Context: an optimization exercise on an open-source flow, tuned for small area, a short achievable clock period and few clock cycles per item. The choices shown serve that exercise and are no tape-out recipe.
The RTL was checked by simulation tests, not by an equivalence proof against the original design.
No activity file was given, so power comes from the tool's default toggle rates.

==> run a <==
Design integer_to_radix_text, start of the top module:
module integer_to_radix_text (
  input  wire logic        clk,
  input  wire logic        rst,
  input  wire logic        in_valid,
  output logic             in_ready,
  input  wire logic [63:0] value,
  input  wire logic [7:0]  radix,
  input  wire logic        signed_mode,
  input  wire logic [7:0]  min_digits,
  output logic             out_valid,
  input  wire logic        out_ready,
  output logic [63:0]      text_chunk,
  output logic [3:0]       chunk_bytes,
  output logic             last_chunk
);
Settings: LEC_CHECK=0, CAP_MARGIN=0, CORE_MARGIN=2, CORE_UTILIZATION=55, CTS_BUF_LIST=sky130_fd_sc_hd__clkbuf_4 sky130_fd_sc_hd__clkbuf_8, SLEW_MARGIN=0; clock period 5.0 ns.
run.sh (not shown) runs the stock make flow with config.mk's settings and CLKGATE_MAP_FILE= SYNTH_SCRIPT=/design/flow/synth_recipe.tcl, a recipe that flattens the netlist after the stock synthesis.
==> run b: changes against run a <==
--- a/flow/design.v
+++ b/flow/design.v
@@ -273,25 +273,22 @@
 );
   localparam int NC = irt_pkg::NCELL;
   localparam int NO = irt_pkg::NODD;
   localparam logic [2:0] C_IDLE = 3'd0;
   localparam logic [2:0] C_S1   = 3'd1;
   localparam logic [2:0] C_S2   = 3'd2;
   localparam logic [2:0] C_S3   = 3'd3;
-  localparam logic [2:0] C_S4   = 3'd4;
-  localparam logic [2:0] C_WAIT = 3'd5;
-  localparam logic [2:0] C_DD   = 3'd6;
+  localparam logic [2:0] C_WAIT = 3'd4;
+  localparam logic [2:0] C_DD   = 3'd5;
   logic [2:0]  cst;
   logic [63:0] v;           
   logic        negc;        
-  logic [5:0]  rad;         
   logic        odd;         
   logic [5:0]  aw [7];      
   logic [6:0]  kr;          
-  logic [6:0]  mdig;        
   logic [5:0]  m1;          
   logic [6:0]  c1;          
   logic [5:0]  msb0;        
   logic        nz0;         
   logic        onesz;       
   logic        isz;         
   logic [1:0]  jcap;        
@@ -305,56 +302,65 @@
   logic [2:0]  pp;          
   logic [3:0]  q8;          
   logic [6:0]  ecell;       
   logic [8:0]  e_hi;        
   logic [8:0]  e_hin;       
   logic [7:0]  e_lo;        
   logic [6:0]  ptr;         
+  logic [6:0]  lr;          
+  logic [1:0]  pr;          
+  logic [6:0]  fidx;        
   logic        ptr_nz;      
   logic        dd_done_q;   
   logic        nbit;        
   logic [6:0]  act;         
-  logic        msnz0;       
-  logic        msnz1;       
   logic [5:0]  dcell [NC];
   logic        creg  [NO];
   logic        busy_e;      
   logic        neg_e;
   logic        first_e;
   logic [3:0]  q8_e;
   logic [6:0]  last_e;      
   logic [1:0]  sk_e;        
+  logic        fix_e;       
+  logic [2:0]  pp_e;
+  logic        al1_e;       
+  logic        al2_e;       
   logic [3:0]  drain;       
   logic        dd_done;
   logic        accept;
   logic [5:0]  rad_in;
   logic [6:0]  mdig_in;
   assign in_ready = dd_done_q;
   assign accept   = in_valid && in_ready;
+  assign neg_in   = signed_mode & value[63];
   always_comb begin
     if (radix < 8'd2)       rad_in = 6'd2;
     else if (radix > 8'd36) rad_in = 6'd36;
     else                    rad_in = radix[5:0];
     if (min_digits < 8'd1)       mdig_in = 7'd1;
     else if (min_digits > 8'd64) mdig_in = 7'd64;
     else                         mdig_in = min_digits[6:0];
   end
   logic [6:0]  msb0_c;
+  logic [63:0] vin;
+  logic        neg_in;
   logic [5:0]  lowb_c;
   logic        onesz_c;
   logic [5:0]  hu_c;
   logic        padded;
   logic        lo_wrap;
   logic [6:0]  e_c;
   logic [2:0]  pp_c;
   always_comb begin
-    lowb_c  = irt_pkg::low_bit(~v);
-    msb0_c  = irt_pkg::msb_index(v);
-    onesz_c = negc && !(|(v[63:1] & ~v[62:0]));
-    hu_c    = 6'((7'(rad) + 7'd1) >> 1);
+    vin     = value ^ {64{neg_in}};
+    lowb_c  = irt_pkg::low_bit(value);
+    msb0_c  = irt_pkg::msb_index(vin);
+    onesz_c = neg_in && !(|(vin[63:1] & ~vin[62:0]));
+    hu_c    = 6'((7'(rad_in) + 7'd1) >> 1);
     padded  = ({1'b0, m1} > np1);
     lo_wrap = (c1[2:0] < np1[2:0]);
     if (padded) e_c = {np1[6:3] + {3'd0, lo_wrap}, c1[2:0]};
     else        e_c = np1 + {6'd0, negc};
     pp_c = padded ? 3'(c1[2:0] - np1[2:0]) : {2'd0, negc};
   end
   logic        load_o;      
@@ -437,135 +443,134 @@
       creg[i] <= (cst == C_DD) && odd && stepc[i] && cout[i];
     end
     creg[0] <= 1'b0;
   end
   logic [6:0] ptr_n;
   logic [6:0] blen_c;
   logic [1:0] p_c;
-  logic       cin_pp;
-  logic       cin_pp1;
+  logic       fbit;
+  logic       sbit;
+  logic       take;
   logic       z0, z1;
   logic [1:0] sk_c;
   always_comb begin
     blen_c = nz0 ? (7'(msb0) + 7'd1 + {6'd0, onesz}) : {6'd0, onesz};
     if (blen_c >= 7'd4)      p_c = jcap;
     else if (blen_c == 7'd0) p_c = 2'd0;
     else                     p_c = (2'(blen_c - 7'd1) < jcap) ? 2'(blen_c - 7'd1) : jcap;
     ptr_n = ptr;
-    if (cst == C_S2) ptr_n = blen_c - ((p_c != 2'd0) ? 7'd1 : 7'd0);
-    else if (((cst == C_S3) || (cst == C_S4)) && (pn != 2'd0)) ptr_n = ptr - 7'd1;
+    if (cst == C_S3) ptr_n = lr - 7'(pr);
     else if ((cst == C_DD) && ptr_nz) ptr_n = ptr - 7'd1;
-    cin_pp  = 1'b0;
-    cin_pp1 = 1'b0;
+    fbit = !fidx[6] && (v[fidx[5:0]] ^ (negc && (fidx[5:0] <= lowb)));
+    sbit = !onesz && nz0 && (msb0 != 6'd0) &&
+           (v[msb0 - 6'd1] ^ (negc && ({1'b0, msb0} <= {1'b0, lowb} + 7'd1)));
+    take = ((cst == C_S2) || (cst == C_S3)) && (pn != 2'd0);
+    z0 = 1'b0;
+    z1 = 1'b0;
     for (int i = 0; i < 8; i++) begin
-      if (pp == 3'(i)) begin
-        cin_pp  = cin[i] || (first_dd && inj[i] && (acc != 3'd0));
-        cin_pp1 = cin[i+1] || (first_dd && inj[i+1] && (acc != 3'd0));
+      if (pp_e == 3'(i)) begin
+        z0 = (dcell[i] == 6'd0);
+        z1 = (dcell[i+1] == 6'd0);
       end
     end
-    z0 = !(msnz0 || cin_pp);
-    z1 = z0 && !(msnz1 || cin_pp1);
-    if (z1 && (np1 > 7'(m1) + 7'd1))  sk_c = 2'd2;
-    else if (z0 && (np1 > 7'(m1)))    sk_c = 2'd1;
-    else                              sk_c = 2'd0;
+    if (z0 && z1 && al2_e) sk_c = 2'd2;
+    else if (z0 && al1_e)  sk_c = 2'd1;
+    else                   sk_c = 2'd0;
   end
   logic [2:0] cst_n;
   logic [6:0] act_n;
   logic [2:0] pp_n;
   logic       odd_n;
   always_comb begin
     case (cst)
       C_IDLE:       cst_n = accept ? C_S1 : C_IDLE;
       C_S1:         cst_n = C_S2;
       C_S2:         cst_n = C_S3;
-      C_S3:         cst_n = C_S4;
-      C_S4, C_WAIT: cst_n = cells_free ? C_DD : C_WAIT;
+      C_S3, C_WAIT: cst_n = cells_free ? C_DD : C_WAIT;
       C_DD:         cst_n = dd_done ? (accept ? C_S1 : C_IDLE) : C_DD;
       default:      cst_n = C_IDLE;
     endcase
     if (rst) cst_n = C_IDLE;
     act_n = act;
-    if (cst == C_S4) act_n = e_c;
+    if (cst == C_S3) act_n = e_c;
     else if ((cst == C_DD) && (ptr <= 7'd1)) act_n = act - 7'd1;
-    pp_n  = (cst == C_S4) ? pp_c : pp;
-    odd_n = (cst == C_S1) ? rad[0] : odd;
+    pp_n  = (cst == C_S3) ? pp_c : pp;
+    odd_n = odd;
   end
   always_ff @(posedge clk) begin
     cst       <= cst_n;
     dd_done_q <= (cst_n == C_IDLE) ||
                  ((cst_n == C_DD) && (ptr_n <= 7'd1) && (!odd_n || (act_n == {4'd0, pp_n})));
   end
   always_ff @(posedge clk) begin
     if (accept) begin
-      v    <= value ^ {64{signed_mode & value[63]}};
-      negc <= signed_mode & value[63];
-      rad  <= rad_in;
-      mdig <= mdig_in;
+      v     <= vin;
+      negc  <= neg_in;
+      odd   <= rad_in[0];
+      for (int w = 2; w <= 6; w++) begin
+        aw[w] <= (hu_c <= 6'(1 << (w - 1))) ? 6'(6'(1 << (w - 1)) - hu_c) : 6'd0;
+      end
+      kr    <= irt_pkg::max_digits(rad_in);
+      jcap  <= (rad_in >= 6'd8) ? 2'd3 : ((rad_in >= 6'd4) ? 2'd2 : 2'd1);
+      msb0  <= msb0_c[5:0];
+      nz0   <= msb0_c[6];
+      onesz <= onesz_c;
+      lowb  <= lowb_c;
+      m1    <= 6'(mdig_in - 7'd1);
+      c1    <= mdig_in - 7'd1 + {6'd0, neg_in};
     end
     case (cst)
       C_S1: begin
-        odd  <= rad[0];
-        for (int w = 2; w <= 6; w++) begin
-          aw[w] <= (hu_c <= 6'(1 << (w - 1))) ? 6'(6'(1 << (w - 1)) - hu_c) : 6'd0;
-        end
-        kr   <= irt_pkg::max_digits(rad);
-        jcap  <= (rad >= 6'd8) ? 2'd3 : ((rad >= 6'd4) ? 2'd2 : 2'd1);
-        msb0  <= msb0_c[5:0];
-        nz0   <= msb0_c[6];
-        onesz <= onesz_c;
-        lowb <= lowb_c;
-        m1   <= 6'(mdig - 7'd1);
-        c1   <= mdig - 7'd1 + {6'd0, negc};
-      end
-      C_S2: begin
-        isz          <= !nz0 && !onesz;
+        isz           <= !nz0 && !onesz;
+        lr            <= blen_c;
+        pr            <= p_c;
         {mx, my, mc6} <= irt_pkg::csa_np({1'b0, msb0}, kr, nz0, onesz);
       end
-      C_S3: begin
+      C_S2: begin
         np1 <= isz ? 7'd0 : (mx + my + {6'd0, mc6});
       end
-      C_S4: begin
+      C_S3: begin
         ecell <= e_c;
         pp    <= pp_c;
         q8    <= padded ? (c1[6:3] - e_c[6:3]) : 4'd0;
         for (int b = 0; b < 9; b++) e_hi[b] <= (e_c[6:3] == 4'(b));
         for (int b = 0; b < 8; b++) e_lo[b] <= (e_c[2:0] == 3'(b));
-        msnz0 <= 1'b0;
-        msnz1 <= 1'b0;
       end
       C_DD: begin
-        msnz0 <= msnz0 || cin_pp;
-        msnz1 <= msnz1 || cin_pp1;
       end
       default: begin
       end
     endcase
     act   <= act_n;
     aw[0] <= 6'd0;
     aw[1] <= 6'd0;
     ptr    <= ptr_n;
-    if (cst == C_S2) begin
-      acc <= (p_c != 2'd0) ? 3'd1 : 3'd0;
-      pn  <= (p_c != 2'd0) ? (p_c - 2'd1) : 2'd0;
-    end else if (((cst == C_S3) || (cst == C_S4)) && (pn != 2'd0)) begin
+    if (cst == C_S1) begin
+      acc  <= (p_c != 2'd0) ? 3'd1 : 3'd0;
+      pn   <= (p_c != 2'd0) ? (p_c - 2'd1) : 2'd0;
+      nbit <= (p_c != 2'd0) ? sbit : (blen_c == 7'd1);
+      fidx <= {1'b0, msb0} - 7'd2;
+    end else if (take || ((cst == C_DD) && ptr_nz)) begin
+      nbit <= fbit;
+      fidx <= fidx - 7'd1;
+    end
+    if (take) begin
       acc <= {acc[1:0], nbit};
       pn  <= pn - 2'd1;
     end
     first_dd <= (cst_n == C_DD) && (cst != C_DD);
     ptr_nz <= (ptr_n != 7'd0);
-    nbit <= (ptr_n != 7'd0) &&
-            (v[6'(ptr_n - 7'd1)] ^ (negc && (6'(ptr_n - 7'd1) <= lowb)));
     for (int b = 0; b < 9; b++) begin
-      e_hin[b] <= ((cst == C_S4) ? (e_c[6:3] == 4'(b)) : e_hi[b]) && (ptr_n != 7'd0);
+      e_hin[b] <= ((cst == C_S3) ? (e_c[6:3] == 4'(b)) : e_hi[b]) && (ptr_n != 7'd0);
     end
   end
   logic [63:0] chunk_c;
   logic [3:0]  bytes_c;
   logic [6:0]  rem_c;       
-  assign load_o  = busy_e && (!out_valid || out_ready);
+  assign load_o  = busy_e && !fix_e && (!out_valid || out_ready);
   assign rem_c   = last_e - 7'(sk_e);
   assign last_ld = (q8_e == 4'd0) && (rem_c <= 7'd7);
   assign pop     = (load_o && (q8_e == 4'd0)) || (!busy_e && (cst != C_DD));
   always_comb begin
     bytes_c = (q8_e != 4'd0) ? 4'd8 : ((rem_c >= 7'd7) ? 4'd8 : (rem_c[3:0] + 4'd1));
     for (int b = 0; b < 8; b++) begin
       logic [5:0] d;
@@ -585,14 +590,15 @@
       if ((b == 0) && first_e && neg_e) ch = 8'h2d;
       chunk_c[b*8 +: 8] = ch;
     end
   end
   always_ff @(posedge clk) begin
     if (rst) begin
       busy_e    <= 1'b0;
+      fix_e     <= 1'b0;
       out_valid <= 1'b0;
       drain     <= 4'd9;
     end else begin
       if (pop && (drain != 4'd0)) drain <= drain - 4'd1;
       if (load_o) begin
         out_valid <= 1'b1;
       end else if (out_ready) begin
@@ -600,14 +606,20 @@
       end
       if ((cst == C_DD) && dd_done) begin
         busy_e  <= 1'b1;
         neg_e   <= negc;
         first_e <= 1'b1;
         q8_e    <= q8;
         last_e  <= ecell;
+        fix_e   <= 1'b1;
+        pp_e    <= pp;
+        al1_e   <= (np1 > 7'(m1));
+        al2_e   <= (np1 > 7'(m1) + 7'd1);
+      end else if (fix_e) begin
+        fix_e   <= 1'b0;
         sk_e    <= sk_c;
       end else if (load_o) begin
         first_e <= 1'b0;
         if (q8_e != 4'd0) begin
           q8_e <= q8_e - 4'd1;
         end else begin
           last_e <= last_e - 7'd8;
Settings changed: CAP_MARGIN 0 to 20, CORE_UTILIZATION 55 to 40, CTS_BUF_LIST sky130_fd_sc_hd__clkbuf_4 sky130_fd_sc_hd__clkbuf_8 to default, SLEW_MARGIN 0 to 20.
==> comparison table <==
| quantity | run a | run b |
|---|---|---|
| Status | complete, but fails checks | finished clean |
| Reasons for failing layout checks | negative setup slack | - |
| IR drop worst, VDD | 0.000354 V | 0.000318 V |
| Avg Synthesized Cell Area | 9.63 um2 | 9.66 um2 |
| Die span in x | 280 um | 332 um |
| Total setup buffers inserted after CTS | 4 | 1 |
| Post-Synth Adder-Cell Area | 12.2% | 12.3% |
| Met3 Wirelength | 9260 um | 7570 um |
| Period utilization | 103% | 98.9% |
| Clock network fraction of total power | 24.1% | 26.7% |
| Fraction of standard cell area that is sequential | 33.8% | 33.0% |
| Starting density of the core | 55.4% | 40.3% |
| Overall via count from detail_route | 33,800 | 34,300 |
| Count of inverters other than clock inverters in the layout | 267 | 315 |
| Sequential share of power | 34.3% | 34.6% |
Testbench counts of run b, summed over its fixed seeds: cycles 7,796, items 384.

[what the ideal ports hide]
The flow's constraints put no driver on any port. The routed layouts listed below were extracted and timed again, unchanged, in two steps. Step 1: set_driving_cell puts a clkbuf_16 on clk and a buf_2 on each other input, an assumption about the parent block. Step 2, shift: input delay + t, output delay - t, t = (earliest + latest rising clock arrival at the registers) / 2. This alone moves slack from input paths to output paths. Three values: ideal, step 1, step 2; two values: the first two.
run	t (ns)	setup slack, ns	worst data-port slew with drivers (ns)
run a	0.778	-0.156 / -0.156 / -0.156	0.04
run b	0.709	0.054 / 0.054 / 0.054	0.10
